Source: an optimization exercise on an open RTL-to-GDS flow (aim: a short achievable clock period and few clock cycles). Production flows keep margins and buffers that such runs may drop.
In this exercise RTL edits were held to simulation tests only and were not proved equivalent to the original.
Power is estimated from default activity; no workload was simulated.

==> design/flow/design.v <==
package lsu_pkg;
localparam int XLEN     = 32;
localparam int ADDR_LEN = 32;
localparam int PC_LEN   = 32;
localparam int STRB_LEN = XLEN / 8;
localparam int OFF_LEN  = $clog2(STRB_LEN);    
localparam int RAM_WORDS = 64;
localparam int RAM_AW    = $clog2(RAM_WORDS);
typedef logic [XLEN-1:0]     word_t;
typedef logic [ADDR_LEN-1:0] addr_t;
typedef logic [STRB_LEN-1:0] strb_t;
localparam strb_t MASK_BYTE = 4'b0001;
localparam strb_t MASK_HALF = 4'b0011;
localparam strb_t MASK_WORD = 4'b1111;
endpackage
`timescale 1ns/1ps
module store_align (
    input  lsu_pkg::addr_t    addr_i,
    input  lsu_pkg::strb_t    byte_i,
    input  lsu_pkg::word_t    wdata_i,
    output logic              misaligned_o,
    output lsu_pkg::strb_t    strb_o,
    output lsu_pkg::word_t    wdata_o
);
logic [lsu_pkg::OFF_LEN-1:0] off;
assign off = addr_i[lsu_pkg::OFF_LEN-1:0];
assign misaligned_o = ((byte_i == lsu_pkg::MASK_HALF) && off[0]) ||
                      ((byte_i == lsu_pkg::MASK_WORD) && (off != '0));
always_comb begin
    case (off)
        2'd1: begin
            strb_o  = {byte_i[2:0], byte_i[3]};
            wdata_o = {wdata_i[23:0], wdata_i[31:24]};
        end
        2'd2: begin
            strb_o  = {byte_i[1:0], byte_i[3:2]};
            wdata_o = {wdata_i[15:0], wdata_i[31:16]};
        end
        2'd3: begin
            strb_o  = {byte_i[0], byte_i[3:1]};
            wdata_o = {wdata_i[7:0], wdata_i[31:8]};
        end
        default: begin
            strb_o  = byte_i;
            wdata_o = wdata_i;
        end
    endcase
end
endmodule
`timescale 1ns/1ps
module load_align (
    input  logic [lsu_pkg::OFF_LEN-1:0] offset_i,
    input  lsu_pkg::strb_t              mask_i,
    input  logic                        sign_ext_i,
    input  lsu_pkg::word_t              rdata_i,
    output lsu_pkg::word_t              ext_data_o
);
lsu_pkg::word_t rot;
always_comb begin
    case (offset_i)
        2'd1: begin
            rot = {rdata_i[7:0], rdata_i[31:8]};
        end
        2'd2: begin
            rot = {rdata_i[15:0], rdata_i[31:16]};
        end
        2'd3: begin
            rot = {rdata_i[23:0], rdata_i[31:24]};
        end
        default: begin
            rot = rdata_i;
        end
    endcase
end
always_comb begin
    case (mask_i)
        lsu_pkg::MASK_WORD: begin
            ext_data_o = rot;
        end
        lsu_pkg::MASK_HALF: begin
            ext_data_o = {{16{sign_ext_i & rot[15]}}, rot[15:0]};
        end
        lsu_pkg::MASK_BYTE: begin
            ext_data_o = {{24{sign_ext_i & rot[7]}}, rot[7:0]};
        end
        default: begin
            ext_data_o = '0;    
        end
    endcase
end
endmodule
`timescale 1ns/1ps
module lsu_ctrl (
    input  logic                          clk,
    input  logic                          rstn,
    input  logic [lsu_pkg::PC_LEN-1:0]    pc_i,
    input  logic                          req_i,
    input  logic                          wr_i,
    input  logic                          sign_ext_i,
    input  lsu_pkg::strb_t                byte_i,
    input  lsu_pkg::addr_t                addr_i,
    input  logic                          misaligned_i,
    input  lsu_pkg::strb_t                strb_i,
    input  lsu_pkg::word_t                wdata_i,
    input  lsu_pkg::word_t                ext_data_i,
    output logic                          dmem_req_o,
    output lsu_pkg::addr_t                dmem_addr_o,
    output logic                          dmem_wr_o,
    output lsu_pkg::strb_t                dmem_strb_o,
    output lsu_pkg::word_t                dmem_wdata_o,
    input  logic                          dmem_err_i,
    input  logic                          dmem_busy_i,
    output logic [lsu_pkg::OFF_LEN-1:0]   offset_o,
    output lsu_pkg::strb_t                mask_o,
    output logic                          sign_ext_o,
    output lsu_pkg::word_t                rdata_o,
    output logic                          hazard_o,
    output logic                          fault_o,
    output logic                          load_misaligned_o,
    output logic                          store_misaligned_o,
    output logic                          load_access_fault_o,
    output logic                          store_access_fault_o,
    output lsu_pkg::addr_t                bad_addr_o,
    output logic [lsu_pkg::PC_LEN-1:0]    fault_pc_o
);
logic           accept;
logic           take_mis;   
logic           done;
logic           load_done;
logic           pending;
logic           kind_wr;    
lsu_pkg::word_t data_latch;
assign accept    = req_i & ~misaligned_i & ~pending;
assign done      = pending & ~dmem_busy_i;
assign take_mis  = req_i & misaligned_i & (~pending | done);
assign load_done = done & ~kind_wr & ~dmem_err_i;
assign hazard_o = pending & (~done | (req_i & ~misaligned_i));
assign dmem_req_o   = accept;
assign dmem_addr_o  = addr_i;
assign dmem_wr_o    = wr_i;
assign dmem_strb_o  = strb_i;
assign dmem_wdata_o = wdata_i;
assign rdata_o = load_done ? ext_data_i : data_latch;
assign load_access_fault_o  = done & dmem_err_i & ~kind_wr;
assign store_access_fault_o = done & dmem_err_i &  kind_wr;
assign fault_o = load_access_fault_o | store_access_fault_o |
                 load_misaligned_o | store_misaligned_o;
always_ff @(posedge clk or negedge rstn) begin
    if (~rstn) begin
        pending <= 1'b0;
        kind_wr <= 1'b0;
    end else if (accept) begin
        pending <= 1'b1;
        kind_wr <= wr_i;
    end else if (done) begin
        pending <= 1'b0;
    end
end
always_ff @(posedge clk or negedge rstn) begin
    if (~rstn) begin
        load_misaligned_o  <= 1'b0;
        store_misaligned_o <= 1'b0;
    end else begin
        load_misaligned_o  <= take_mis & ~wr_i;
        store_misaligned_o <= take_mis &  wr_i;
    end
end
always_ff @(posedge clk or negedge rstn) begin
    if (~rstn) begin
        bad_addr_o <= '0;
        fault_pc_o <= '0;
        data_latch <= '0;
    end else begin
        if (accept | take_mis) begin
            bad_addr_o <= addr_i;
            fault_pc_o <= pc_i;
        end
        if (load_done) begin
            data_latch <= ext_data_i;
        end
    end
end
always_ff @(posedge clk) begin
    if (accept) begin
        offset_o   <= addr_i[lsu_pkg::OFF_LEN-1:0];
        mask_o     <= byte_i;
        sign_ext_o <= sign_ext_i;
    end
end
endmodule
`timescale 1ns/1ps
module apb_dmem_master (
    input  logic              clk,
    input  logic              rstn,
    input  logic              dmem_req_i,
    input  lsu_pkg::addr_t    dmem_addr_i,
    input  logic              dmem_wr_i,
    input  lsu_pkg::strb_t    dmem_strb_i,
    input  lsu_pkg::word_t    dmem_wdata_i,
    output lsu_pkg::word_t    dmem_rdata_o,
    output logic              dmem_err_o,
    output logic              dmem_busy_o,
    output logic              psel_o,
    output logic              penable_o,
    output logic              pwrite_o,
    output lsu_pkg::addr_t    paddr_o,
    output lsu_pkg::word_t    pwdata_o,
    output lsu_pkg::strb_t    pstrb_o,
    input  lsu_pkg::word_t    prdata_i,
    input  logic              pready_i,
    input  logic              pslverr_i
);
typedef enum logic [1:0] {
    ST_IDLE,
    ST_SETUP,
    ST_ACCESS
} state_t;
state_t         state;
state_t         state_nxt;
logic           access_done;
logic           wr_q;
lsu_pkg::addr_t addr_q;
lsu_pkg::word_t wdata_q;
lsu_pkg::strb_t strb_q;
assign access_done = (state == ST_ACCESS) & pready_i;
always_comb begin
    state_nxt = state;
    case (state)
        ST_IDLE: begin
            if (dmem_req_i) begin
                state_nxt = ST_SETUP;
            end
        end
        ST_SETUP: begin
            state_nxt = ST_ACCESS;
        end
        ST_ACCESS: begin
            if (pready_i) begin
                state_nxt = dmem_req_i ? ST_SETUP : ST_IDLE;    
            end
        end
        default: begin
            state_nxt = ST_IDLE;
        end
    endcase
end
always_ff @(posedge clk or negedge rstn) begin
    if (~rstn) begin
        state <= ST_IDLE;
    end else begin
        state <= state_nxt;
    end
end
always_ff @(posedge clk) begin
    if (dmem_req_i) begin
        wr_q    <= dmem_wr_i;
        addr_q  <= dmem_addr_i;
        wdata_q <= dmem_wdata_i;
        strb_q  <= dmem_strb_i;
    end
end
assign psel_o    = (state != ST_IDLE);
assign penable_o = (state == ST_ACCESS);
assign pwrite_o  = wr_q;
assign paddr_o   = addr_q;
assign pwdata_o  = wdata_q;
assign pstrb_o   = wr_q ? strb_q : '0;    
assign dmem_busy_o = (state == ST_SETUP) | ((state == ST_ACCESS) & ~pready_i);
assign dmem_rdata_o = prdata_i;
assign dmem_err_o  = access_done & pslverr_i;
endmodule
`timescale 1ns/1ps
module data_ram (
    input  logic              clk,
    input  logic              rstn,
    input  logic              psel_i,
    input  logic              penable_i,
    input  logic              pwrite_i,
    input  lsu_pkg::addr_t    paddr_i,
    input  lsu_pkg::word_t    pwdata_i,
    input  lsu_pkg::strb_t    pstrb_i,
    output lsu_pkg::word_t    prdata_o,
    output logic              pready_o,
    output logic              pslverr_o
);
lsu_pkg::word_t               mem [lsu_pkg::RAM_WORDS];
logic [lsu_pkg::RAM_AW-1:0]   idx;
logic                         in_range;
logic                         setup;
logic                         access;
assign idx      = paddr_i[lsu_pkg::RAM_AW+1:2];
assign in_range = ~|paddr_i[lsu_pkg::ADDR_LEN-1:lsu_pkg::RAM_AW+2];
assign setup    = psel_i & ~penable_i;
assign access   = psel_i &  penable_i;
assign pready_o = 1'b1;    
always_ff @(posedge clk or negedge rstn) begin
    if (~rstn) begin
        pslverr_o <= 1'b0;
    end else begin
        pslverr_o <= setup & ~in_range;
    end
end
always_ff @(posedge clk) begin
    if (setup & ~pwrite_i) begin
        prdata_o <= in_range ? mem[idx] : '0;
    end
    if (access & pwrite_i & in_range) begin
        for (int b = 0; b < lsu_pkg::STRB_LEN; b++) begin
            if (pstrb_i[b]) begin
                mem[idx][8*b +: 8] <= pwdata_i[8*b +: 8];
            end
        end
    end
end
endmodule
`timescale 1ns/1ps
module lsu_top (
    input  logic                          clk,
    input  logic                          rstn,
    input  logic [lsu_pkg::PC_LEN-1:0]    pc_i,
    input  logic                          req_i,
    input  logic                          wr_i,
    input  logic                          sign_ext_i,
    input  lsu_pkg::strb_t                byte_i,
    input  lsu_pkg::addr_t                addr_i,
    input  lsu_pkg::word_t                wdata_i,
    output lsu_pkg::word_t                rdata_o,
    output logic                          hazard_o,
    output logic                          fault_o,
    output logic                          load_misaligned_o,
    output logic                          store_misaligned_o,
    output logic                          load_access_fault_o,
    output logic                          store_access_fault_o,
    output lsu_pkg::addr_t                bad_addr_o,
    output logic [lsu_pkg::PC_LEN-1:0]    fault_pc_o
);
lsu_pkg::word_t mem [lsu_pkg::RAM_WORDS];
logic           misaligned;
logic           out_of_range;
logic           ld_ok;
logic           st_ok;
lsu_pkg::strb_t st_strb;
lsu_pkg::word_t st_wdata;
logic [1:0]     off;
assign off = addr_i[1:0];
assign misaligned   = ((byte_i == lsu_pkg::MASK_HALF) && off[0]) ||
                      ((byte_i == lsu_pkg::MASK_WORD) && (off != 2'd0));
assign out_of_range = |addr_i[lsu_pkg::ADDR_LEN-1:lsu_pkg::RAM_AW+2];
assign ld_ok        = req_i & ~wr_i & ~misaligned & ~out_of_range;
assign st_ok        = req_i &  wr_i & ~misaligned & ~out_of_range;
assign hazard_o = 1'b0;
logic fault_q;
always_ff @(posedge clk or negedge rstn) begin
    if (~rstn) begin
        load_misaligned_o    <= 1'b0;
        store_misaligned_o   <= 1'b0;
        load_access_fault_o  <= 1'b0;
        store_access_fault_o <= 1'b0;
        fault_q              <= 1'b0;
    end else begin
        load_misaligned_o    <= req_i & ~wr_i & misaligned;
        store_misaligned_o   <= req_i &  wr_i & misaligned;
        load_access_fault_o  <= req_i & ~wr_i & ~misaligned & out_of_range;
        store_access_fault_o <= req_i &  wr_i & ~misaligned & out_of_range;
        fault_q              <= req_i & (misaligned | out_of_range);
    end
end
assign fault_o = fault_q;
always_ff @(posedge clk or negedge rstn) begin
    if (~rstn) begin
        bad_addr_o <= '0;
        fault_pc_o <= '0;
    end else if (req_i) begin
        bad_addr_o <= addr_i;
        fault_pc_o <= pc_i;
    end
end
always_comb begin
    case (off)
        2'd1: begin
            st_strb  = {byte_i[2:0], byte_i[3]};
            st_wdata = {wdata_i[23:0], wdata_i[31:24]};
        end
        2'd2: begin
            st_strb  = {byte_i[1:0], byte_i[3:2]};
            st_wdata = {wdata_i[15:0], wdata_i[31:16]};
        end
        2'd3: begin
            st_strb  = {byte_i[0], byte_i[3:1]};
            st_wdata = {wdata_i[7:0], wdata_i[31:8]};
        end
        default: begin
            st_strb  = byte_i;
            st_wdata = wdata_i;
        end
    endcase
end
always_ff @(posedge clk) begin
    if (st_ok) begin
        for (int b = 0; b < lsu_pkg::STRB_LEN; b++) begin
            if (st_strb[b]) begin
                mem[addr_i[7:2]][8*b +: 8] <= st_wdata[8*b +: 8];
            end
        end
    end
end
logic [3:0]     d0;      
logic [3:0]     d1;      
logic [3:0]     d2;      
logic [3:0]     d3;      
logic           sz_b;
logic           sz_h;
logic           sz_w;
logic [3:0]     t_any;   
logic [3:0]     t_hw;    
logic [3:0]     t_w;     
logic [3:0]     t_sb;    
logic [3:0]     t_sh;    
logic           hold;
logic [3:0]     x3 [8];      
logic [3:0]     y3 [8];      
logic [3:0]     z3 [16];     
logic           ext_b;       
logic           ext_h;       
lsu_pkg::word_t ld_d;
assign sz_b = (byte_i == lsu_pkg::MASK_BYTE);
assign sz_h = (byte_i == lsu_pkg::MASK_HALF);
assign sz_w = (byte_i == lsu_pkg::MASK_WORD);
assign hold = ~ld_ok;
always_comb begin
    for (int i = 0; i < 4; i++) begin
        d0[i]    = (addr_i[1:0] == i[1:0]);
        d1[i]    = (addr_i[3:2] == i[1:0]);
        d2[i]    = (addr_i[5:4] == i[1:0]);
        d3[i]    = (addr_i[7:6] == i[1:0]);
        t_any[i] = d3[i] & ld_ok & (sz_b | sz_h | sz_w);
        t_hw[i]  = d3[i] & ld_ok & (sz_h | sz_w);
        t_w[i]   = d3[i] & ld_ok & sz_w;
        t_sb[i]  = d3[i] & ld_ok & sz_b & sign_ext_i;
        t_sh[i]  = d3[i] & ld_ok & sz_h & sign_ext_i;
    end
end
function automatic logic sel4(input logic [3:0] s, input logic [3:0] v);
    sel4 = |(s & v);
endfunction
always_comb begin
    logic [3:0] v1;
    logic [3:0] v2;
    logic [3:0] l1 [64];
    logic [3:0] l2 [16];
    for (int b = 0; b < 8; b++) begin
        for (int w = 0; w < 64; w++) begin
            for (int l = 0; l < 4; l++) begin
                v1[l] = mem[w][8*l + b];
            end
            l1[w/4][w%4] = sel4(d0, v1);
        end
        for (int g = 0; g < 16; g++) begin
            l2[g/4][g%4] = sel4(d1, l1[g]);
        end
        for (int h = 0; h < 4; h++) begin
            x3[b][h] = sel4(d2, l2[h]);
        end
    end
    for (int b = 0; b < 8; b++) begin
        for (int w = 0; w < 64; w++) begin
            l1[w/4][w%4] = addr_i[1] ? mem[w][24 + b] : mem[w][8 + b];
        end
        for (int g = 0; g < 16; g++) begin
            l2[g/4][g%4] = sel4(d1, l1[g]);
        end
        for (int h = 0; h < 4; h++) begin
            y3[b][h] = sel4(d2, l2[h]);
        end
    end
    for (int b = 0; b < 16; b++) begin
        for (int g = 0; g < 16; g++) begin
            for (int i = 0; i < 4; i++) begin
                v2[i] = mem[4*g + i][16 + b];
            end
            l2[g/4][g%4] = sel4(d1, v2);
        end
        for (int h = 0; h < 4; h++) begin
            z3[b][h] = sel4(d2, l2[h]);
        end
    end
end
always_comb begin
    ext_b = sel4(t_sb, x3[7]);
    ext_h = sel4(t_sh, y3[7]);
    for (int b = 0; b < 8; b++) begin
        ld_d[b]     = sel4(t_any, x3[b]) | (hold & rdata_o[b]);
        ld_d[8 + b] = sel4(t_hw, y3[b]) | ext_b | (hold & rdata_o[8 + b]);
    end
    for (int b = 0; b < 16; b++) begin
        ld_d[16 + b] = sel4(t_w, z3[b]) | ext_b | ext_h | (hold & rdata_o[16 + b]);
    end
end
always_ff @(posedge clk or negedge rstn) begin
    if (~rstn) begin
        rdata_o <= '0;
    end else begin
        rdata_o <= ld_d;
    end
end
endmodule
==> design/flow/flow/run.sh <==
#!/bin/bash
# The standard layout (standard.sh) with a few slow combinational cells added
# to the platform's don't-use list (flow/extra.mk). Everything else, including
# the synthesis script, is the standard flow's.
set -euo pipefail
HERE=$(pwd)
cat config.mk flow/extra.mk > own_config.mk
sed "s#DESIGN_CONFIG=[^ ]*#DESIGN_CONFIG=$HERE/own_config.mk#" standard.sh > own_standard.sh
grep -q "DESIGN_CONFIG=$HERE/own_config.mk" own_standard.sh
bash own_standard.sh > own_flow.log 2>&1 || { tail -n 50 own_flow.log; exit 1; }
tail -n 20 own_flow.log
test -f out/final.def
==> design/flow/flow/extra.mk <==
# Slow wide gates (three- and four-high transistor stacks) kept out of
# synthesis and repair, so the load path maps to faster cells.
export DONT_USE_CELLS = sky130_fd_sc_hd__a2111o_1 sky130_fd_sc_hd__a2111o_2 sky130_fd_sc_hd__a2111o_4 sky130_fd_sc_hd__a2111oi_0 sky130_fd_sc_hd__a2111oi_1 sky130_fd_sc_hd__a2111oi_2 sky130_fd_sc_hd__a2111oi_4 sky130_fd_sc_hd__mux4_1 sky130_fd_sc_hd__mux4_2 sky130_fd_sc_hd__mux4_4 sky130_fd_sc_hd__nor4_1 sky130_fd_sc_hd__nor4_2 sky130_fd_sc_hd__nor4_4 sky130_fd_sc_hd__nor4b_1 sky130_fd_sc_hd__nor4b_2 sky130_fd_sc_hd__nor4b_4 sky130_fd_sc_hd__nor4bb_1 sky130_fd_sc_hd__nor4bb_2 sky130_fd_sc_hd__nor4bb_4 sky130_fd_sc_hd__o2111a_1 sky130_fd_sc_hd__o2111a_2 sky130_fd_sc_hd__o2111a_4 sky130_fd_sc_hd__o2111ai_1 sky130_fd_sc_hd__o2111ai_2 sky130_fd_sc_hd__o2111ai_4 sky130_fd_sc_hd__o311a_1 sky130_fd_sc_hd__o311a_2 sky130_fd_sc_hd__o311a_4 sky130_fd_sc_hd__o311ai_0 sky130_fd_sc_hd__o311ai_1 sky130_fd_sc_hd__o311ai_2 sky130_fd_sc_hd__o311ai_4 sky130_fd_sc_hd__o41a_1 sky130_fd_sc_hd__o41a_2 sky130_fd_sc_hd__o41a_4 sky130_fd_sc_hd__o41ai_1 sky130_fd_sc_hd__o41ai_2 sky130_fd_sc_hd__o41ai_4 sky130_fd_sc_hd__or3_1 sky130_fd_sc_hd__or3_2 sky130_fd_sc_hd__or3_4 sky130_fd_sc_hd__or3b_1 sky130_fd_sc_hd__or3b_2 sky130_fd_sc_hd__or3b_4 sky130_fd_sc_hd__or4_1 sky130_fd_sc_hd__or4_2 sky130_fd_sc_hd__or4_4 sky130_fd_sc_hd__or4b_1 sky130_fd_sc_hd__or4b_2 sky130_fd_sc_hd__or4b_4 sky130_fd_sc_hd__or4bb_1 sky130_fd_sc_hd__or4bb_2 sky130_fd_sc_hd__or4bb_4 
==> design/flow/standard.sh <==
#!/bin/bash
# synth_recipe.tcl (not shown) runs the flow's synth.tcl, then flattens the netlist and writes it again
# the make line also repeats each setting of config.mk as NAME=value (left out here)
make -C /OpenROAD-flow-scripts/flow DESIGN_CONFIG=/design/flow/config.mk WORK_HOME=/design/flow/orfs CLKGATE_MAP_FILE= SYNTH_SCRIPT=/design/flow/synth_recipe.tcl "${@:-finish}"
==> design/flow/config.mk <==
export PLATFORM = sky130hd
export DESIGN_NAME = lsu_top
export DESIGN_NICKNAME = lsu_top
export VERILOG_FILES = /design/flow/design.v
export SDC_FILE = /design/flow/constraint.sdc
export NUM_CORES = 4
export LEC_CHECK = 0
export CAP_MARGIN = 20
export CORE_MARGIN = 2
export CORE_UTILIZATION = 45
export CTS_CLUSTER_DIAMETER = 60
export CTS_CLUSTER_SIZE = 40
export PLACE_DENSITY = 0.6
export SETUP_SLACK_MARGIN = 2.5
export SLEW_MARGIN = 20
==> design/flow/constraint.sdc <==
create_clock -name core_clock -period 5.0 [get_ports {clk}]
set_input_delay 1.0000 -clock core_clock [delete_from_list [all_inputs] [get_ports {clk}]]
set_output_delay 1.0000 -clock core_clock [all_outputs]
set_load 0.01 [all_outputs]
==> key figures, run 1 <==
Power
  – Int Pwr: 29.1 mW
  – Peak VDD IR: 0.312 mV
  – Sw Share: 28.9%
  – Psw: 11.8 mW
  – Clock share of power: 36.8%
  – Power per Cell Area: 317 nW/um2
  – Tot Pwr: 40.9 mW
  – Leakage power: 46.0 nW
  – Comb power frac: 14.2%
  – Sequential Power Share: 49.0%

Flow run
  – Max Cap Viol: 0

Clock tree
  – Clk sinks: 2,149
  – CTS Root Cell: clkbuf_16
  – CTS tree: yes
  – # hold bufs at CTS: 0
  – H-tree depth: 4
  – Clock buffers created by TritonCTS: 166
  – Worst-path clk slew: 0.08 ns
  – CTS max path bufs: 3
  – Clock latency on the worst-skew pair: 0.89 ns

STA
  – Setup Skew: 0.0461 ns
  – Endpoints failing setup: 0
  – Setup TNS Final: 0 ns
  – PnR worst setup slack: 1.99 ns
  – Final worst path period need: 3.01 ns
  – RSZ-0062 raised after global routing: true
  – Final-report max-slew violation count: 0
  – Slew HR: 30.3%
  – Hold Vio Cnt, Final: 0
  – F_max: 332 MHz
  – Measured slew at the worst slew-check pin: 1.04 ns
  – Hold_ws: 0.253 ns
  – Final period utilization: 60.2%

Die
  – Starting density of the core: 45.2%
  – Die height: 492 um
  – IO Pins: 207
  – Die footprint: 242,000 um2
  – Core area: 237,000 um2
  – Chip width: 492 um
  – FP Rows: 179

Synthesis
  – Netlist cell types: 71
  – Yosys warnings: 6
  – Post-synthesis xor/xnor area fraction: 0.00817%
  – Most frequent cell after synthesis: edfxtp_1
  – Largest family of logic cells by synthesized area: multiplexers
  – Fraction of registers with async set/reset: 4.70%
  – Part of the Yosys area used for sequential elements: 59.7%
  – Mux contribution to synthesized area: 16.6%
  – Post-Syn Instances: 8,305
  – Post-synth top flop: edfxtp_1
  – Syn Nets: 8,410
  – Synth top area share: 57.4%
  – Adder-Cell Fraction of Synth Area: 0%
  – Simple-gate area share of the yosys netlist: 9.34%
  – Post-synth EDFFs: 2,048
  – Post-synthesis area per instance: 12.9 um2
  – Synth top cells by count: edfxtp_1 (2,048), mux2i_1 (1,637), nand2_1 (1,023), a211oi_1 (688), nor2b_1 (374)
  – Flops & latches, synth: 2,149
  – Top post-synthesis cells by area: edfxtp_1 (57%), mux2i_1 (15%), a211oi_1 (4.8%)
  – Synth Cell Area: 107,000 um2
  – Area leader, netlist: edfxtp_1
  – Post-synthesis compound-gate area fraction: 10.2%

Global route
  – All-Layer GR Usage: 38.4%
  – First-pass GRT wire length: 642 mm
  – Gr ovfl total: 0
  – Vias in the first global route: 75,247
  – Largest net degree at the start of global routing: 108
  – Initial antenna violation count: 42

Place
  – Routability Congestion: 1.06
  – Dpl hpwl: 314 mm
  – Port-buffer cells: 205
  – Placement Cell Area: 116,000 um2
  – Pre-CTS WS: 0.264 ns
  – Cell Count Post-Placement: 11,359

Setup path
  – Worst EP arrival: 3.80 ns
  – Most used cell, CP: buf_12
  – CP peak stage delay: 0.59 ns
  – CP Launch Type: input port
  – Slowest-stage cell, CP: nand2_1
  – Required time of the critical path: 5.79 ns
  – Crit path kind: in -> reg
  – Worst-path fanout max: 37
  – CP Cell Sequence: buf_12 > inv_4 > buf_12 > nand2_1 > a311oi_2 > buf_4 > o31a_1 > nor3_2 > o211ai_1
  – CP endpoint kind: flop

Status
  – Outcome: complete, no violations

Finish
  – # nets final: 8,748
  – Post-Layout Cell Count: 11,977
  – Finished Core Util: 54.3%
  – Area grow syn2layout: 20.4%
  – Fin area: 129,000 um2
  – Fill cell count: 19,648
  – Layout cells sized above 1: 21.8%

Routing
  – DR vias: 80,995
  – Wire per inst: 40.5 um
  – Residual DRC count: 0
  – Drt pass-1 iters: 8
  – 1st-iter DRT viols: 13,104
  – WL final: 485 mm
  – ANT nets after route: 0
  – DR vias/cell: 6.76

Hold path
  – Hold WC Path Type: in -> async
what timing repair did:
item,4_1_cts,5_1_grt
resized for setup,917,214
endpoints found under the setup margin,3704,2730
gates cloned,64,23
buffers inserted,162,34
pin swaps,101,97
placed cells by master (no fill, tap or decap), drive strengths merged, types with 8 or more instances in the layout:
| cell type | count |
|---|---|
| a211oi | 691 |
| a21oi | 254 |
| a221oi | 17 |
| a22o | 18 |
| a22oi | 58 |
| a311o | 76 |
| a311oi | 139 |
| a31oi | 48 |
| a32o | 12 |
| and2 | 12 |
| and3 | 11 |
| buf | 697 |
| bufbuf | 42 |
| bufinv | 10 |
| clkbuf | 213 |
| clkdlybuf4s15 | 8 |
| clkdlybuf4s50 | 66 |
| clkinv | 50 |
| clkinvlp | 10 |
| dfrtp | 101 |
| diode | 23 |
| edfxtp | 2048 |
| inv | 74 |
| mux2 | 121 |
| mux2i | 1637 |
| nand2 | 1024 |
| nand2b | 8 |
| nand3 | 355 |
| nand4 | 28 |
| nor2 | 345 |
| nor2b | 374 |
| nor3 | 29 |
| o211ai | 55 |
| o21ai | 47 |
| o22ai | 11 |
| o31a | 17 |
layout make-up:
cell class / count / area, um2 / share of cell area, %
repair buffers: 852 / 11600 / 8.99
clock inverters: 135 / 1890 / 1.46
inverters: 8 / 81.3 / 0.0630
well taps: 3167 / 3960 / 3.07
diodes: 23 / 57.6 / 0.0446
multi-input cells: 5465 / 43100 / 33.4
repair inverters: 1 / 8.76 / 0.00679
clock buffers: 177 / 4260 / 3.30
flip-flops and latches: 2149 / 64100 / 49.7
sequential cells by signal, indices dropped and copies added (netlist names):
register,cells
fault_pc_o,32
rdata_o,32
load_access_fault_o,1
load_misaligned_o,1
fault_q,1
bad_addr_o,32
store_misaligned_o,1
mem,2048
store_access_fault_o,1
cells by family (layout without fill, tap and decap cells):
group | Yosys count | count (layout)
AO/OA/AOI/OAI | 1487 | 1492
multiplexers | 1758 | 1758
AND/OR/NAND/NOR | 2213 | 2213
buffers and inverters | 696 | 1173
XOR/XNOR | 1 | 1
flip-flops | 2149 | 2149
other | 1 | 24
layer usage:
layer | share of wire, % | global-route usage [%] | vias up
met2 | 41 | 54.5 | 6419
met1 | 38 | 51.3 | 40451
met4 | 7.7 | 23.9 | 22
met5 | 0.029 | 0 | -
li1 | - | - | 32756
met3 | 13 | 11.7 | 1347
power by group through the flow:
stage | logic (mW) | clock network, mW | registers, mW
floorplan | 2.52 | 0 | 20.5
global placement | 4.94 | 0 | 20.4
detailed placement | 4.95 | 0 | 20.4
CTS | 5.43 | 15.1 | 20.0
global route | 5.80 | 15.7 | 20.0
finish | 5.81 | 15.0 | 20.0
worst paths after layout:
path / startpoint / end / slack, ns / cells after the start
hold reg to reg: fault_pc_o[13] / fault_pc_o[13] / 0.50 / 1
max in group asynchronous: rstn / rdata_o[22] / 3.58 / 2
hold / removal: rstn / fault_pc_o[23] / 0.25 / 1
setup / recovery: addr_i[5] / rdata_o[5] / 1.99 / 9
setup reg to reg: mem[48][6] / rdata_o[6] / 2.27 / 8
min in group core_clock: addr_i[21] / bad_addr_o[21] / 0.35 / 2
critical path, delay by kind of cell:
family	cells	cell delay (ns)
compound gates	3	0.87
buf+inv	4	1.18
simple gates	2	0.63
Testbench counts, summed over its fixed seeds: cycles 4,808.
==> inputs of run 2 (changes only) <==
--- a/design/flow/design.v
+++ b/design/flow/design.v
@@ -404,24 +404,22 @@
         end
     end
 end
-logic [3:0]     d0;      
-logic [3:0]     d1;      
-logic [3:0]     d2;      
-logic [3:0]     d3;      
+logic [3:0]     d0;          
+logic [3:0]     d1;          
+logic [3:0]     d2;          
+logic [3:0]     d3;          
 logic           sz_b;
 logic           sz_h;
 logic           sz_w;
-logic [3:0]     t_any;   
-logic [3:0]     t_hw;    
-logic [3:0]     t_w;     
-logic [3:0]     t_sb;    
-logic [3:0]     t_sh;    
 logic           hold;
-logic [3:0]     x3 [8];      
-logic [3:0]     y3 [8];      
-logic [3:0]     z3 [16];     
-logic           ext_b;       
-logic           ext_h;       
+logic [3:0]     t_b0 [4];    
+logic [3:0]     t_b1 [2];    
+logic [3:0]     t_w;         
+logic [3:0]     t_sb [4];    
+logic [3:0]     t_sh [2];    
+logic [3:0]     cand [32];   
+logic           ext_b;
+logic           ext_h;
 lsu_pkg::word_t ld_d;
 assign sz_b = (byte_i == lsu_pkg::MASK_BYTE);
 assign sz_h = (byte_i == lsu_pkg::MASK_HALF);
@@ -429,71 +427,63 @@
 assign hold = ~ld_ok;
 always_comb begin
     for (int i = 0; i < 4; i++) begin
-        d0[i]    = (addr_i[1:0] == i[1:0]);
-        d1[i]    = (addr_i[3:2] == i[1:0]);
-        d2[i]    = (addr_i[5:4] == i[1:0]);
-        d3[i]    = (addr_i[7:6] == i[1:0]);
-        t_any[i] = d3[i] & ld_ok & (sz_b | sz_h | sz_w);
-        t_hw[i]  = d3[i] & ld_ok & (sz_h | sz_w);
-        t_w[i]   = d3[i] & ld_ok & sz_w;
-        t_sb[i]  = d3[i] & ld_ok & sz_b & sign_ext_i;
-        t_sh[i]  = d3[i] & ld_ok & sz_h & sign_ext_i;
+        d0[i] = (addr_i[1:0] == i[1:0]);
+        d1[i] = (addr_i[3:2] == i[1:0]);
+        d2[i] = (addr_i[5:4] == i[1:0]);
+        d3[i] = (addr_i[7:6] == i[1:0]);
+    end
+    for (int h = 0; h < 4; h++) begin
+        for (int l = 0; l < 4; l++) begin
+            t_b0[l][h] = d3[h] & d0[l] & ld_ok & (sz_b | sz_h | sz_w);
+            t_sb[l][h] = d3[h] & d0[l] & ld_ok & sz_b & sign_ext_i;
+        end
+        for (int m = 0; m < 2; m++) begin
+            t_b1[m][h] = d3[h] & (addr_i[1] == m[0]) & ld_ok & (sz_h | sz_w);
+            t_sh[m][h] = d3[h] & (addr_i[1] == m[0]) & ld_ok & sz_h & sign_ext_i;
+        end
+        t_w[h] = d3[h] & ld_ok & sz_w;
     end
 end
 function automatic logic sel4(input logic [3:0] s, input logic [3:0] v);
     sel4 = |(s & v);
 endfunction
 always_comb begin
-    logic [3:0] v1;
-    logic [3:0] v2;
-    logic [3:0] l1 [64];
-    logic [3:0] l2 [16];
-    for (int b = 0; b < 8; b++) begin
-        for (int w = 0; w < 64; w++) begin
-            for (int l = 0; l < 4; l++) begin
-                v1[l] = mem[w][8*l + b];
-            end
-            l1[w/4][w%4] = sel4(d0, v1);
-        end
-        for (int g = 0; g < 16; g++) begin
-            l2[g/4][g%4] = sel4(d1, l1[g]);
-        end
-        for (int h = 0; h < 4; h++) begin
-            x3[b][h] = sel4(d2, l2[h]);
-        end
-    end
-    for (int b = 0; b < 8; b++) begin
-        for (int w = 0; w < 64; w++) begin
-            l1[w/4][w%4] = addr_i[1] ? mem[w][24 + b] : mem[w][8 + b];
-        end
-        for (int g = 0; g < 16; g++) begin
-            l2[g/4][g%4] = sel4(d1, l1[g]);
-        end
+    logic [3:0] v;
+    logic [3:0] l1 [4];
+    for (int j = 0; j < 32; j++) begin
         for (int h = 0; h < 4; h++) begin
-            y3[b][h] = sel4(d2, l2[h]);
-        end
-    end
-    for (int b = 0; b < 16; b++) begin
-        for (int g = 0; g < 16; g++) begin
-            for (int i = 0; i < 4; i++) begin
-                v2[i] = mem[4*g + i][16 + b];
+            for (int k = 0; k < 4; k++) begin
+                for (int i = 0; i < 4; i++) begin
+                    v[i] = mem[16*h + 4*k + i][j];
+                end
+                l1[h][k] = sel4(d1, v);
             end
-            l2[g/4][g%4] = sel4(d1, v2);
-        end
-        for (int h = 0; h < 4; h++) begin
-            z3[b][h] = sel4(d2, l2[h]);
+            cand[j][h] = sel4(d2, l1[h]);
         end
     end
 end
 always_comb begin
-    ext_b = sel4(t_sb, x3[7]);
-    ext_h = sel4(t_sh, y3[7]);
+    ext_b = 1'b0;
+    ext_h = 1'b0;
+    for (int l = 0; l < 4; l++) begin
+        ext_b = ext_b | sel4(t_sb[l], cand[8*l + 7]);
+    end
+    for (int m = 0; m < 2; m++) begin
+        ext_h = ext_h | sel4(t_sh[m], cand[16*m + 15]);
+    end
     for (int b = 0; b < 8; b++) begin
-        ld_d[b]     = sel4(t_any, x3[b]) | (hold & rdata_o[b]);
-        ld_d[8 + b] = sel4(t_hw, y3[b]) | ext_b | (hold & rdata_o[8 + b]);
+        ld_d[b] = hold & rdata_o[b];
+        for (int l = 0; l < 4; l++) begin
+            ld_d[b] = ld_d[b] | sel4(t_b0[l], cand[8*l + b]);
+        end
+        ld_d[8 + b] = hold & rdata_o[8 + b];
+        for (int m = 0; m < 2; m++) begin
+            ld_d[8 + b] = ld_d[8 + b] | sel4(t_b1[m], cand[16*m + 8 + b]);
+        end
+        ld_d[8 + b] = ld_d[8 + b] | ext_b;
     end
-    for (int b = 0; b < 16; b++) begin
-        ld_d[16 + b] = sel4(t_w, z3[b]) | ext_b | ext_h | (hold & rdata_o[16 + b]);
+    for (int b = 16; b < 32; b++) begin
+        ld_d[b] = sel4(t_w, cand[b]) | ext_b | ext_h | (hold & rdata_o[b]);
     end
 end
 always_ff @(posedge clk or negedge rstn) begin
--- a/design/flow/config.mk
+++ b/design/flow/config.mk
@@ -7,9 +7,9 @@
 export LEC_CHECK = 0
 export CAP_MARGIN = 20
 export CORE_MARGIN = 2
-export CORE_UTILIZATION = 45
+export CORE_UTILIZATION = 62
 export CTS_CLUSTER_DIAMETER = 60
 export CTS_CLUSTER_SIZE = 40
-export PLACE_DENSITY = 0.6
+export PLACE_DENSITY = 0.72
 export SETUP_SLACK_MARGIN = 2.5
 export SLEW_MARGIN = 20
==> run 2 against run 1 <==
Effect of this change: hold slack got worse by 0.11 ns; highest routed layer unchanged; clock-buffer cell count fell by 21; design area fell by 15%; combinational power fell by 37%; largest cell class unchanged.
==> key figures, run 2 <==
Power
  – Tot Pwr: 37.0 mW
  – Leakage power: 39.3 nW
  – Power per Cell Area: 335 nW/um2
  – Peak VDD IR: 0.421 mV

Global route
  – Initial antenna violation count: 24
  – Vias in the first global route: 52,934
  – First-pass GRT wire length: 394 mm
  – Gr ovfl total: 0
  – Largest net degree at the start of global routing: 65
  – All-Layer GR Usage: 38.2%

Synthesis
  – Post-synth top flop: edfxtp_1
  – Post-Syn Instances: 5,517
  – Top post-synthesis cells by area: edfxtp_1 (68%), mux2i_1 (15%), dfrtp_1 (2.8%)
  – Netlist cell types: 64
  – Synth Cell Area: 89,800 um2
  – Synth top cells by count: edfxtp_1 (2,048), mux2i_1 (1,322), nor2_1 (298), a211oi_1 (291), nor2b_1 (187)
  – Post-synthesis xor/xnor area fraction: 0.00975%
  – Synth top area share: 68.5%
  – Flops & latches, synth: 2,149
  – Adder-Cell Fraction of Synth Area: 0%
  – Part of the Yosys area used for sequential elements: 71.3%
  – Most frequent cell after synthesis: edfxtp_1
  – Post-synthesis compound-gate area fraction: 5.89%
  – Post-synthesis area per instance: 16.3 um2
  – Syn Nets: 5,622
  – Mux contribution to synthesized area: 16.0%
  – Yosys warnings: 7
  – Fraction of registers with async set/reset: 4.70%
  – Post-synth EDFFs: 2,048
  – Simple-gate area share of the yosys netlist: 4.49%
  – Area leader, netlist: edfxtp_1
  – Largest family of logic cells by synthesized area: multiplexers

Routing
  – DR vias/cell: 6.70
  – Residual DRC count: 0
  – DR vias: 55,286
  – Drt pass-1 iters: 26
  – ANT nets after route: 0
  – WL final: 286 mm
  – Wire per inst: 34.6 um
  – 1st-iter DRT viols: 8,114

Setup path
  – CP Cell Sequence: buf_16 > clkinvlp_4 > buf_6 > a221oi_2 > a22o_2 > a311o_1 > and3_1 > a211o_4 > nor3_4 > buf_6 > o21ai_1
  – Most used cell, CP: buf_6
  – Slowest-stage cell, CP: a311o_1
  – Worst-path fanout max: 29
  – Worst EP arrival: 3.55 ns
  – Required time of the critical path: 5.68 ns
  – CP peak stage delay: 0.44 ns
  – CP Launch Type: input port
  – CP endpoint kind: flop
  – Crit path kind: in -> reg

STA
  – Hold Vio Cnt, Final: 0
  – Setup TNS Final: 0 ns
  – Final period utilization: 57.3%
  – Setup Skew: 0.0467 ns
  – Endpoints failing setup: 0
  – Final-report max-slew violation count: 0
  – F_max: 349 MHz
  – Slew HR: 37.4%
  – RSZ-0062 raised after global routing: true
  – Measured slew at the worst slew-check pin: 0.939 ns
  – Final worst path period need: 2.87 ns

Die
  – Core area: 144,000 um2
  – IO Pins: 207
  – Chip width: 385 um
  – Die footprint: 148,000 um2
  – Starting density of the core: 62.5%
  – Die height: 385 um
  – FP Rows: 139

Finish
  – Most flops, register: mem
  – Fill cell count: 8,206
  – Commonest non-fill, non-tap cell in the layout: edfxtp_1
  – Max FFs per register: 2,048
  – # nets final: 6,331
  – Area grow syn2layout: 22.6%
  – Most frequent cells in the layout: edfxtp_1 (2,048), mux2i_1 (1,208), buf_4 (398)
  – Layout cells sized above 1: 28.1%

Status
  – Outcome: complete, no violations

Clock tree
  – CTS tree: yes
  – Clk sinks: 2,149
  – Clock latency on the worst-skew pair: 0.84 ns
  – Clock buffers created by TritonCTS: 141
  – CTS Root Cell: clkbuf_16
  – H-tree depth: 4
  – Worst-path clk slew: 0.08 ns
  – CTS max path bufs: 3

Place
  – Routability Congestion: 1.05
  – Dpl hpwl: 173 mm
  – Port-buffer cells: 205

Flow run
  – Max Cap Viol: 0

Hold path
  – Hold WC Path Type: in -> async
-- run 2: cell count changes in the layout (fill, tap and decap cells not counted), moves of 49 or more --
cell,change
nand2_1,-800
a211oi_1,-405
mux2i_1,-323
nand3_1,-294
nor2b_1,-187
nor2_4,-118
buf_4,+112
a311oi_1,-110
a21oi_1,-101
buf_12,-69
a311o_1,-63
nor2_2,+49
-- run 2: layout make-up --
cell class	instances	area [um2]	share of cell area (%)
clock inverter	106	1420	1.29
clock buffer	156	3800	3.45
timing repair buffer	940	11300	10.3
antenna	6	15.0	0.0136
sequential	2149	64100	58.2
tap	1903	2380	2.16
inverter	3	15.0	0.0136
multi-input combinational	2991	27200	24.7
-- run 2: worst max-delay path, delay by kind of cell --
| kind | cells | cell delay, ns |
|---|---|---|
| compound gates | 5 | 1.27 |
| buf+inv | 4 | 0.78 |
| simple gates | 2 | 0.39 |
-- run 2: per-layer routing --
metal / GRT usage, % / vias up / part of all wire [%]
li1: - / 23043 / -
met3: 11.2 / 683 / 13
met5: 1.30 / - / 0.13
met4: 20.9 / 16 / 6.3
met2: 55.0 / 3503 / 44
met1: 52.4 / 28041 / 37
-- run 2: logic make-up (layout without fill, tap and decap cells) --
kind of cell              Yosys count  in the layout
AOI/OAI and AO/OA                 728            728
xor gates and xnor gates            1              1
DFF                              2149           2149
buffers and inverters             377           1205
muxes                            1422           1422
other                               1              7
and+or+nand+nor                   839            839
-- run 2: final timing paths --
kind / slack (ns) / start / endpoint / cells past startpoint
setup / recovery: 2.13 / addr_i[4] / rdata_o[20] / 11
hold / removal: 0.14 / rstn / fault_pc_o[24] / 1
setup reg to reg: 2.31 / mem[57][31] / rdata_o[20] / 9
hold reg to reg: 0.50 / bad_addr_o[1] / bad_addr_o[1] / 1
max in group asynchronous: 3.83 / rstn / rdata_o[18] / 2
min in group core_clock: 0.43 / addr_i[9] / bad_addr_o[9] / 2
-- run 2: per-stage QoR --
step,hold WS (ns),cell area (um2),util (%),worst slack (ns),std cells
2_1_floorplan,0.516,90500,-,1.18,5517
3_5_place_dp,0.495,97000,67.5,0.176,7721
5_1_grt,0.153,110000,76.7,2.21,8248
4_1_cts,0.116,108000,75.4,2.32,8194
6_report,0.140,110000,76.7,2.13,8254
3_3_place_gp,0.488,97000,67.5,0.228,7721
-- run 2: where the power goes --
group	leakage, nW	switching (mW)	internal [mW]
clock	2.51	6.64	6.53
sequential	19.8	0.111	20.0
combinational	17.0	2.30	1.35
total	39.3	9.05	27.9
-- run 2: timing repair --
action / in CTS / in global routing
resized for setup: 1112 / 354
cloned: 63 / 15
pin swaps: 103 / 129
buffers inserted: 148 / 39
hold buffers: 0 / 0
setup endpoints to repair: 2752 / 2093
Testbench counts of run 2, summed over its fixed seeds: cycles 4,808.
==> inputs of run 3 (changes only) <==
==> design/flow/config.mk (replaced) <==
export PLATFORM = sky130hd
export DESIGN_NAME = lsu_top
export DESIGN_NICKNAME = lsu_top
export VERILOG_FILES = /design/flow/design.v
export SDC_FILE = /design/flow/constraint.sdc
export NUM_CORES = 4
export LEC_CHECK = 0
export CAP_MARGIN = 40
export CORE_MARGIN = 2
export CORE_UTILIZATION = 50
export CTS_CLUSTER_DIAMETER = 60
export CTS_CLUSTER_SIZE = 40
export PLACE_DENSITY = 0.65
export SETUP_SLACK_MARGIN = 2.4
export SLEW_MARGIN = 70
==> run 3 against run 2 <==
Effect of this change: worst setup slack got worse by 0.13 ns; global-route usage down 8.2 points; synthesized area stayed put; die area up 24%; largest power group unchanged; hold slack lost 0.084 ns; still clean on timing, DRC and antenna; design area up 0.98%; largest cell class unchanged; clock-buffer cell count up 5; register-to-register slack improved by 0.08 ns; combinational power up 5.5%; critical path depth increased by 1; highest routed layer is now met4; first-iteration DRC count decreased by 15%.
==> key figures, run 3 <==
Status
  – Outcome: complete, no violations

Finish
  – Layout cells sized above 1: 27.7%
  – Fill cell count: 12,760
  – Most frequent cells in the layout: edfxtp_1 (2,048), mux2i_1 (1,175), buf_4 (481)
  – # nets final: 6,420
  – Area grow syn2layout: 23.8%
  – Area of the multi-input gates: 27,100 um2
  – Fin area: 111,000 um2
  – Max FFs per register: 2,048
  – Commonest non-fill, non-tap cell in the layout: edfxtp_1
  – Register area: 64,100 um2
  – Most flops, register: mem

Clock tree
  – H-tree depth: 4
  – Worst-path clk slew: 0.07 ns
  – CTS tree: yes
  – CTS Root Cell: clkbuf_16
  – Clock latency on the worst-skew pair: 0.84 ns
  – Clock buffers created by TritonCTS: 148
  – CTS max path bufs: 3
  – Clk sinks: 2,149
  – # hold bufs at CTS: 0

Setup path
  – R2r setup slk: 2.39 ns
  – Most used cell, CP: buf_6
  – Worst EP arrival: 3.70 ns
  – Crit path kind: in -> reg
  – Reg2reg start: mem[8][7]
  – CP peak stage delay: 0.36 ns
  – CP Cell Sequence: buf_16 > nor2b_4 > buf_6 > a22oi_1 > a211oi_1 > buf_4 > and4bb_2 > a32o_1 > a211o_1 > nor3_4 > buf_6 > o21ai_1
  – Worst-path fanout max: 13
  – Reg2Reg Depth: 10
  – CP endpoint kind: flop
  – CP Launch Type: input port
  – Slowest-stage cell, CP: a211o_1
  – Reg2reg end: rdata_o[22]
  – Required time of the critical path: 5.70 ns

Global route
  – All-Layer GR Usage: 29.9%
  – Largest net degree at the start of global routing: 65
  – Gr ovfl total: 0
  – Initial antenna violation count: 11
  – Vias in the first global route: 51,751
  – First-pass GRT wire length: 390 mm

Synthesis
  – Fraction of registers with async set/reset: 4.70%
  – Post-Syn Instances: 5,517
  – Mux contribution to synthesized area: 16.0%
  – Adder-Cell Fraction of Synth Area: 0%
  – Largest family of logic cells by synthesized area: multiplexers
  – Simple-gate area share of the yosys netlist: 4.49%
  – Post-synth top flop: edfxtp_1
  – Area leader, netlist: edfxtp_1
  – Yosys warnings: 7
  – Synth top area share: 68.5%
  – Part of the Yosys area used for sequential elements: 71.3%
  – Synth top cells by count: edfxtp_1 (2,048), mux2i_1 (1,322), nor2_1 (298), a211oi_1 (291), nor2b_1 (187)
  – Most frequent cell after synthesis: edfxtp_1
  – Syn Nets: 5,622
  – Post-synth EDFFs: 2,048
  – Post-synthesis compound-gate area fraction: 5.89%
  – Post-synthesis area per instance: 16.3 um2
  – Top post-synthesis cells by area: edfxtp_1 (68%), mux2i_1 (15%), dfrtp_1 (2.8%)
  – Synth Cell Area: 89,800 um2
  – Netlist cell types: 64
  – Post-synthesis xor/xnor area fraction: 0.00975%
  – Flops & latches, synth: 2,149

Power
  – Power per Cell Area: 334 nW/um2
  – Peak VDD IR: 0.266 mV
  – Leakage power: 39.7 nW

Place
  – Dpl hpwl: 184 mm
  – Placement Cell Area: 100,000 um2
  – Routability Congestion: 1.03
  – Port-buffer cells: 205

Die
  – Starting density of the core: 50.3%
  – IO Pins: 207
  – Chip width: 428 um
  – FP Rows: 155
  – Die footprint: 183,000 um2
  – Die height: 428 um
  – Core area: 178,000 um2

Routing
  – Drt pass-1 iters: 6
  – DR vias/cell: 6.20
  – WL final: 283 mm
  – ANT nets after route: 0
  – Residual DRC count: 0
  – DR vias: 54,566
  – Wire per inst: 32.1 um
  – 1st-iter DRT viols: 6,924

Flow run
  – Max Cap Viol: 0

STA
  – Measured slew at the worst slew-check pin: 0.561 ns
  – Slew HR: 62.5%
  – F_max: 333 MHz
  – Endpoints failing setup: 0
  – Final worst path period need: 3.00 ns
  – Setup TNS Final: 0 ns
  – RSZ-0062 raised after global routing: true
  – Final period utilization: 60.0%
  – Final-report max-slew violation count: 0
  – Hold Vio Cnt, Final: 0
  – Setup Skew: 0.0452 ns

Hold path
  – Hold WC Path Type: in -> async
[run 3: cell count changes in the layout (fill, tap and decap cells not counted), sizes merged]
cell,change
buf,+60
bufbuf,-8
clkinv,+7
clkbuf,-4
inv,+4
diode,+1
dlygate4sd2,+68
dlymetal6s2s,+1
clkdlybuf4s15,-30
bufinv,-5
[run 3: power breakdown]
| group | switching, mW | total, mW | internal (mW) |
|---|---|---|---|
| registers | 0.0787 | 20.1 | 20.0 |
| logic | 2.36 | 3.85 | 1.49 |
| clock network | 6.79 | 13.2 | 6.37 |
[run 3: worst max-delay path, delay by kind of cell]
family	cells	cell delay [ns]
AOI/OAI and AO/OA	5	1.01
buffers and inverters	4	0.89
and+or+nand+nor	3	0.74
[run 3: metrics by stage]
step	cells	hold slack, ns	power [mW]	setup WS, ns	util [%]
global route	8794	0.0398	38.0	1.97	62.3
global placement	8199	0.488	23.5	0.481	54.8
detailed placement	8263	0.494	23.9	0.612	56.2
floorplan	5517	0.516	22.1	1.18	-
finish	8800	0.0563	37.1	2.00	62.4
CTS	8671	0.0154	37.0	2.08	61.1
[run 3: layer usage]
metal | wire length (um) | vias to the layer above | part of all wire [%] | track usage [%]
li1 | - | 23247 | - | -
met1 | 109000 | 27757 | 39 | 40.0
met2 | 128000 | 2919 | 45 | 46.0
met3 | 26500 | 643 | 9.4 | 6.34
met4 | 19000 | 0 | 6.7 | 16.2
met5 | 0 | - | 0 | 0
[run 3: final cells by class]
type                       count  share of cell area [%]
inverter                       3                  0.0101
clock buffer                 161                    3.47
clock inverter               112                    1.21
timing repair buffer        1022                    10.7
sequential                  2149                    57.6
multi-input combinational   2991                    24.4
tap                         2355                    2.65
antenna                        7                  0.0157
[run 3: logic make-up after synthesis]
family	Yosys count
DFF	2149
muxes	1422
and+or+nand+nor	839
AOI/OAI and AO/OA	728
buffers and inverters	377
xor gates and xnor gates	1
other	1
[run 3: repair_timing]
item	in CTS	in global routing
buffers inserted	99	90
gates cloned	36	18
endpoints found under the setup margin	2181	1333
pin swaps	114	69
gates resized for setup	663	163
[run 3: worst max-delay path by stage]
stage,start,to,slack (ns)
after floorplan,addr_i[3],mem[10][24],1.18
after global placement,byte_i[0],mem[22][30],0.48
after detailed placement,addr_i[2],rdata_o[2],0.61
after CTS,addr_i[3],rdata_o[20],2.08
after global routing,addr_i[3],rdata_o[22],1.97
final,addr_i[2],rdata_o[22],2.00
==> inputs of run 4 (changes only) <==
--- a/design/flow/design.v
+++ b/design/flow/design.v
@@ -420,7 +420,6 @@
 logic [3:0]     cand [32];   
 logic           ext_b;
 logic           ext_h;
-lsu_pkg::word_t ld_d;
 assign sz_b = (byte_i == lsu_pkg::MASK_BYTE);
 assign sz_h = (byte_i == lsu_pkg::MASK_HALF);
 assign sz_w = (byte_i == lsu_pkg::MASK_WORD);
@@ -462,6 +461,10 @@
         end
     end
 end
+lsu_pkg::word_t data_q;
+lsu_pkg::word_t fill_q;
+lsu_pkg::word_t data_d;
+lsu_pkg::word_t fill_d;
 always_comb begin
     ext_b = 1'b0;
     ext_h = 1'b0;
@@ -472,25 +475,31 @@
         ext_h = ext_h | sel4(t_sh[m], cand[16*m + 15]);
     end
     for (int b = 0; b < 8; b++) begin
-        ld_d[b] = hold & rdata_o[b];
+        data_d[b] = hold & data_q[b];
         for (int l = 0; l < 4; l++) begin
-            ld_d[b] = ld_d[b] | sel4(t_b0[l], cand[8*l + b]);
+            data_d[b] = data_d[b] | sel4(t_b0[l], cand[8*l + b]);
         end
-        ld_d[8 + b] = hold & rdata_o[8 + b];
+        data_d[8 + b] = hold & data_q[8 + b];
         for (int m = 0; m < 2; m++) begin
-            ld_d[8 + b] = ld_d[8 + b] | sel4(t_b1[m], cand[16*m + 8 + b]);
+            data_d[8 + b] = data_d[8 + b] | sel4(t_b1[m], cand[16*m + 8 + b]);
         end
-        ld_d[8 + b] = ld_d[8 + b] | ext_b;
+        fill_d[b]     = 1'b0;
+        fill_d[8 + b] = ext_b | (hold & fill_q[8 + b]);
     end
     for (int b = 16; b < 32; b++) begin
-        ld_d[b] = sel4(t_w, cand[b]) | ext_b | ext_h | (hold & rdata_o[b]);
+        data_d[b] = sel4(t_w, cand[b]) | (hold & data_q[b]);
+        fill_d[b] = ext_b | ext_h | (hold & fill_q[b]);
     end
 end
 always_ff @(posedge clk or negedge rstn) begin
     if (~rstn) begin
-        rdata_o <= '0;
+        data_q      <= '0;
+        fill_q[31:8] <= '0;
     end else begin
-        rdata_o <= ld_d;
+        data_q      <= data_d;
+        fill_q[31:8] <= fill_d[31:8];
     end
 end
+assign fill_q[7:0] = '0;
+assign rdata_o     = data_q | fill_q;
 endmodule
==> design/flow/config.mk (replaced) <==
export PLATFORM = sky130hd
export DESIGN_NAME = lsu_top
export DESIGN_NICKNAME = lsu_top
export VERILOG_FILES = /design/flow/design.v
export SDC_FILE = /design/flow/constraint.sdc
export NUM_CORES = 4
export LEC_CHECK = 0
export CAP_MARGIN = 20
export CORE_MARGIN = 2
export CORE_UTILIZATION = 62
export CTS_CLUSTER_DIAMETER = 60
export CTS_CLUSTER_SIZE = 40
export PLACE_DENSITY = 0.72
export SETUP_SLACK_MARGIN = 2.5
export SLEW_MARGIN = 20
==> run 4 against run 3 <==
Effect of this change: register-to-register slack worse by 0.28 ns; sequential share of layout area rose by 0.96 points; combinational power fell by 12%; hold slack improved by 0.21 ns; die area decreased by 18%; synthesized cell count is 2.6% higher; sequential power about the same; worst setup slack worse by 0.13 ns; maximum frequency is 4.0% lower; flip-flop and latch count grew 24; critical endpoint is now fill_q[23]; largest cell class unchanged.
==> key figures, run 4 <==
Finish
  – Post-Layout Cell Count: 8,221
  – Area grow syn2layout: 21.7%
  – Layout cells sized above 1: 27.1%
  – Most frequent cells in the layout: edfxtp_1 (2,048), mux2i_1 (1,047), a211oi_1 (306)
  – Commonest non-fill, non-tap cell in the layout: edfxtp_1
  – Max FFs per register: 2,048
  – # nets final: 6,299
  – Most flops, register: mem

Die
  – Die footprint: 149,000 um2
  – IO Pins: 207
  – Starting density of the core: 62.4%
  – Chip width: 386 um
  – Die height: 386 um
  – FP Rows: 140
  – Core area: 145,000 um2

Synthesis
  – Most frequent cell after synthesis: edfxtp_1
  – Post-synthesis area per instance: 16.0 um2
  – Synth Cell Area: 90,700 um2
  – Synth top area share: 67.8%
  – Synth top cells by count: edfxtp_1 (2,048), mux2i_1 (1,162), a211oi_1 (383), nor2_1 (304), nor2b_1 (236)
  – Yosys warnings: 8
  – Fraction of registers with async set/reset: 5.75%
  – Post-synth EDFFs: 2,048
  – Part of the Yosys area used for sequential elements: 71.3%
  – Syn Nets: 5,766
  – Netlist cell types: 65
  – Post-Syn Instances: 5,661
  – Post-synth top flop: edfxtp_1
  – Top post-synthesis cells by area: edfxtp_1 (68%), mux2i_1 (13%), dfrtp_1 (3.4%)
  – Flops & latches, synth: 2,173
  – Area leader, netlist: edfxtp_1

Clock tree
  – H-tree depth: 4
  – Clk sinks: 2,173
  – Clock buffers created by TritonCTS: 141
  – CTS max path bufs: 3
  – Clock latency on the worst-skew pair: 0.82 ns
  – CTS Root Cell: clkbuf_16
  – CTS tree: yes
  – Worst-path clk slew: 0.09 ns

STA
  – Final period utilization: 62.5%
  – Setup Skew: 0.0368 ns
  – Slew HR: 21.0%
  – Hold_ws: 0.266 ns
  – Endpoints failing setup: 0
  – RSZ-0062 raised after global routing: true
  – F_max: 320 MHz
  – PnR worst setup slack: 1.87 ns
  – Measured slew at the worst slew-check pin: 1.16 ns
  – Hold Vio Cnt, Final: 0
  – Final worst path period need: 3.13 ns
  – Setup TNS Final: 0 ns
  – Final-report max-slew violation count: 0

Setup path
  – Crit path kind: in -> reg
  – Most used cell, CP: buf_16
  – Worst EP arrival: 3.81 ns
  – CP Launch Type: input port
  – R2r setup slk: 2.11 ns
  – CP Cell Sequence: buf_16 > buf_12 > buf_16 > mux2_4 > o211ai_1 > nand4_1 > a32oi_1 > nand4b_1 > o31ai_4 > buf_6 > clkbuf_16 > nand3_2
  – CP peak stage delay: 0.51 ns
  – Reg2reg start: mem[44][7]
  – CP endpoint kind: flop
  – Reg2reg end: fill_q[23]
  – Slowest-stage cell, CP: nand4_1
  – Required time of the critical path: 5.69 ns
  – Worst-path fanout max: 8
  – Reg2Reg Depth: 9

Power
  – Leakage power: 38.8 nW
  – Psw: 8.90 mW
  – Peak VDD IR: 0.360 mV
  – Clock share of power: 35.2%
  – Sw Share: 24.4%
  – Int Pwr: 27.5 mW
  – Comb power frac: 9.3%
  – Tot Pwr: 36.4 mW
  – Sequential Power Share: 55.5%
  – Power per Cell Area: 330 nW/um2

Status
  – Outcome: complete, no violations

Routing
  – Drt pass-1 iters: 9
  – ANT nets after route: 0
  – DR vias: 55,189
  – WL final: 275 mm
  – DR vias/cell: 6.71
  – Residual DRC count: 0
  – 1st-iter DRT viols: 7,773
  – Wire per inst: 33.5 um

Global route
  – Vias in the first global route: 51,457
  – Gr ovfl total: 0
  – All-Layer GR Usage: 35.5%
  – Largest net degree at the start of global routing: 101
  – Initial antenna violation count: 7
  – First-pass GRT wire length: 377 mm

Place
  – Pre-CTS WS: 0.178 ns
  – Dpl hpwl: 167 mm
  – Routability Congestion: 1.03
  – Port-buffer cells: 205
  – Cell Count Post-Placement: 7,663

Hold path
  – Hold WC Path Type: in -> async

Flow run
  – Max Cap Viol: 0
## run 4: cell families after synthesis
| group | after synthesis | synth area share (%) |
|---|---|---|
| flip-flops | 2173 | 71.3 |
| multiplexers | 1290 | 14.4 |
| AND/OR/NAND/NOR | 930 | 4.95 |
| AO/OA/AOI/OAI | 871 | 6.81 |
| buffers and inverters | 395 | 2.54 |
| XOR/XNOR | 1 | 0.0179 |
| other | 1 | 0.00413 |
## run 4: worst max path at each step
stage	start	endpoint	slack, ns	cells past startpoint
6_report	addr_i[3]	fill_q[23]	1.87	12
3_5_place_dp	byte_i[3]	fill_q[29]	0.18	10
5_1_grt	addr_i[3]	fill_q[23]	1.91	12
4_1_cts	addr_i[3]	fill_q[29]	2.10	11
3_3_place_gp	byte_i[3]	fill_q[23]	0.22	10
2_1_floorplan	addr_i[3]	mem[20][10]	1.60	10
## run 4: area by class of cell
class / instances / area (um2)
Multi-Input combinational cell: 3093 / 28200
Tap cell: 1917 / 2400
Sequential cell: 2173 / 64600
Inverter: 4 / 15.0
Timing Repair Buffer: 781 / 10200
Antenna cell: 1 / 2.50
Clock buffer: 148 / 3600
Fill cell: 8307 / 35000
Clock inverter: 104 / 1360
## run 4: what timing repair did
| item | in CTS | in global routing |
|---|---|---|
| buffers inserted | 141 | 106 |
| endpoints found under the setup margin | 3411 | 2023 |
| hold buffers | 0 | 0 |
| gates cloned | 29 | 29 |
| resized for setup | 860 | 306 |
| pin swaps | 149 | 187 |
## run 4: power by group through the flow
stage / Sequential [mW] / Combinational [mW] / Clock [mW]
2_1_floorplan: 20.7 / 1.67 / 0
3_3_place_gp: 20.6 / 2.89 / 0
3_5_place_dp: 20.6 / 2.94 / 0
4_1_cts: 20.2 / 3.16 / 12.8
5_1_grt: 20.2 / 3.48 / 13.5
6_report: 20.2 / 3.40 / 12.8
## run 4: worst max-delay path, delay by kind of cell
family | cells | cell delay (ns)
AO/OA/AOI/OAI | 3 | 0.87
buffers and inverters | 5 | 0.80
multiplexers | 1 | 0.29
AND/OR/NAND/NOR | 3 | 0.82
## run 4: routing by layer
| metal | track usage (%) | up-vias | share of wire [%] |
|---|---|---|---|
| met5 | 0 | - | 0.012 |
| met4 | 16.2 | 6 | 6.0 |
| met3 | 9.64 | 675 | 13 |
| met2 | 51.6 | 3532 | 44 |
| met1 | 50.6 | 27815 | 38 |
| li1 | - | 23161 | - |
## run 4: per-stage QoR
step / area, um2 / utilization, %
after global placement: 97600 / 67.1
after floorplan: 93800 / -
after global routing: 110000 / 75.9
after CTS: 107000 / 73.7
final: 110000 / 75.9
after detailed placement: 97600 / 67.1
Testbench counts of run 4, summed over its fixed seeds: cycles 4,808.
==> inputs of run 5 (changes only) <==
==> design/flow/config.mk (replaced) <==
export PLATFORM = sky130hd
export DESIGN_NAME = lsu_top
export DESIGN_NICKNAME = lsu_top
export VERILOG_FILES = /design/flow/design.v
export SDC_FILE = /design/flow/constraint.sdc
export NUM_CORES = 4
export LEC_CHECK = 0
export CAP_MARGIN = 40
export CORE_MARGIN = 2
export CORE_UTILIZATION = 52
export CTS_CLUSTER_DIAMETER = 60
export CTS_CLUSTER_SIZE = 40
export PLACE_DENSITY = 0.65
export SETUP_SLACK_MARGIN = 2.5
export SLEW_MARGIN = 70
==> run 5 against run 4 <==
Effect of this change: still clean; non-clock buffer count rose by 200; die area rose by 19%; global-route usage fell by 5.0 points; synthesized cell count did not move; clock power rose by 5%; critical path depth rose by 6; via count fell by 0.44%; final cell count rose by 7.6%; sequential power barely moved; highest routed layer unchanged.
==> key figures, run 5 <==
Finish
  – Commonest non-fill, non-tap cell in the layout: edfxtp_1
  – Area grow syn2layout: 26.1%
  – Max FFs per register: 2,048
  – Post-Layout Cell Count: 8,843
  – Layout cells sized above 1: 31.0%
  – Fin area: 114,000 um2
  – Most frequent cells in the layout: edfxtp_1 (2,048), mux2i_1 (1,024), buf_4 (358)
  – Finished Core Util: 65.9%
  – # nets final: 6,501
  – Most flops, register: mem

Routing
  – Residual DRC count: 0
  – ANT nets after route: 0
  – WL final: 278 mm
  – Wire per inst: 31.5 um
  – Drt pass-1 iters: 8
  – DR vias/cell: 6.21
  – 1st-iter DRT viols: 6,825

Global route
  – Initial antenna violation count: 9
  – First-pass GRT wire length: 387 mm
  – Grt peak-use layer: met2
  – Largest net degree at the start of global routing: 65
  – Gr ovfl total: 0
  – All-Layer GR Usage: 30.5%
  – Met1 GRT Util: 43.1%
  – Met3 GRT Util: 6.35%

Power
  – Leakage power: 40.2 nW
  – Power per Cell Area: 327 nW/um2
  – Peak VDD IR: 0.347 mV

Setup path
  – CP Launch Type: input port
  – Worst-path fanout max: 7
  – Worst Setup EP: fill_q[11]
  – Reg2reg end: fill_q[11]
  – Worst Setup SP: addr_i[3]
  – Reg2Reg Depth: 11
  – R2r setup slk: 2.36 ns
  – Required time of the critical path: 5.72 ns
  – Reg2reg start: mem[59][7]
  – Worst EP arrival: 3.90 ns

Die
  – FP Rows: 153
  – Starting density of the core: 52.2%
  – IO Pins: 207
  – Core area: 174,000 um2

STA
  – Hold Vio Cnt, Final: 0
  – Endpoints failing setup: 0
  – F_max: 314 MHz
  – Setup TNS Final: 0 ns
  – Slew HR: 63.5%
  – Final-report max-slew violation count: 0
  – Hold_ws: 0.423 ns
  – RSZ-0062 raised after global routing: true
  – Setup Skew: 0.0523 ns

Hold path
  – Hold WC Path Type: in -> reg

Clock tree
  – Clk sinks: 2,173
  – Worst-path clk slew: 0.10 ns
  – Clock buffers created by TritonCTS: 143
  – CTS Root Cell: clkbuf_16
  – CTS tree: yes
  – Clock latency on the worst-skew pair: 0.83 ns

Synthesis
  – Post-synthesis area per instance: 16.0 um2
  – Fraction of registers with async set/reset: 5.75%
  – Post-synth EDFFs: 2,048
  – Synth top area share: 67.8%
  – Area leader, netlist: edfxtp_1
  – Netlist cell types: 65
  – Flops & latches, synth: 2,173
  – Syn Nets: 5,766

Status
  – Outcome: complete, no violations

Place
  – Cell Count Post-Placement: 8,196
  – Port-buffer cells: 205
  – Dpl hpwl: 180 mm
  – Routability Congestion: 0.969
-- run 5: cell types whose count changed in the layout (fill, tap and decap cells not counted), sizes merged, moves of 2 or more --
| cell | previous run | this run |
|---|---|---|
| buf | 587 | 825 |
| bufinv | 11 | 9 |
| clkbuf | 181 | 185 |
| dlygate4sd2 | 16 | 0 |
| clkdlybuf4s15 | 69 | 49 |
| inv | 51 | 53 |
| diode | 1 | 4 |
-- run 5: per-layer routing --
metal | up-vias | part of all wire, %
met3 | 566 | 10
met4 | 4 | 5.2
met2 | 2886 | 45
met5 | - | 0.0086
li1 | 23605 | -
met1 | 27885 | 40
-- run 5: worst min-delay path by stage --
stage | depth (start not counted) | slack, ns | to | start
final | 2 | 0.42 | bad_addr_o[24] | addr_i[24]
after global routing | 2 | 0.39 | bad_addr_o[26] | addr_i[26]
after CTS | 2 | 0.37 | bad_addr_o[26] | addr_i[26]
after detailed placement | 2 | 0.48 | data_q[15] | data_q[15]
after global placement | 2 | 0.47 | data_q[15] | data_q[15]
after floorplan | 2 | 0.44 | data_q[13] | data_q[13]
-- run 5: cells by family (layout without fill, tap and decap cells) --
logic type | after synthesis | after routing | share of synthesized area, %
buffers and inverters | 395 | 1248 | 2.54
AND/OR/NAND/NOR | 930 | 930 | 4.95
AO/OA/AOI/OAI | 871 | 871 | 6.81
XOR/XNOR | 1 | 1 | 0.0179
other | 1 | 5 | 0.00413
multiplexers | 1290 | 1290 | 14.4
flip-flops | 2173 | 2173 | 71.3
-- run 5: area by class of cell --
class	count	area [um2]
Clock buffer	157	3820
Timing Repair Buffer	981	12500
Sequential cell	2173	64600
Multi-Input combinational cell	3093	29000
Tap cell	2325	2910
Antenna cell	4	10.0
Fill cell	11859	59300
Clock inverter	106	1480
Inverter	4	15.0
-- run 5: where the power goes --
group	leakage [nW]	internal, mW	switching (mW)
clock	2.54	6.46	6.91
sequential	20.2	20.2	0.0286
combinational	17.5	1.49	2.38
-- run 5: what timing repair did --
item | CTS | global route
setup endpoints to repair | 2205 | 1896
pin swaps | 197 | 177
buffers inserted | 171 | 141
gates resized for setup | 909 | 291
endpoints found under the hold margin | 19 | 0
gates cloned | 39 | 12
hold buffers | 1 | 0
-- run 5: worst max-delay path, stage by stage --
cell and delay, ns:
buf_16 0.14, buf_16 0.18, buf_16 0.19, buf_12 0.14, buf_16 0.13, buf_12 0.13
buf_4 0.13, mux2i_1 0.14, mux2i_1 0.14, a22oi_2 0.28, nand2_2 0.15, a31oi_2 0.23
o22ai_2 0.12, o31ai_4 0.33, buf_6 0.16, buf_6 0.10, buf_6 0.11, nand2_1 0.05
-- run 5: stage by stage --
step / total power [mW] / worst slack, ns
6_report: 37.4 / 1.82
5_1_grt: 38.4 / 1.78
4_1_cts: 37.3 / 1.92
3_5_place_dp: 23.9 / 0.103
3_3_place_gp: 23.5 / 0.143
2_1_floorplan: 22.3 / 1.60

what the ideal ports hide:
How much do the figures lean on ideal ports? The routed layouts below were timed once more, with nothing changed but the port constraints. Step 1 assumes that a clkbuf_16 drives the clock port and a buf_2 every other input. Step 2 times the ports against the registers' clock, not the clock port: input delays grow and output delays shrink by t, the midpoint of the rising clock arrivals with the driver on. Slacks: no drivers / after step 1 / after step 2; pairs: no drivers / after step 1.
run	shift t [ns]	setup slack, ns
run 1	0.979	1.988 / 1.735 / 0.756
run 2	0.890	2.133 / 1.503 / 0.613
run 3	0.909	2.000 / 1.831 / 0.923
run 4	0.880	1.873 / 1.471 / 0.591
run 5	0.900	1.817 / 1.821 / 0.921
After both steps every run listed still meets setup and hold.
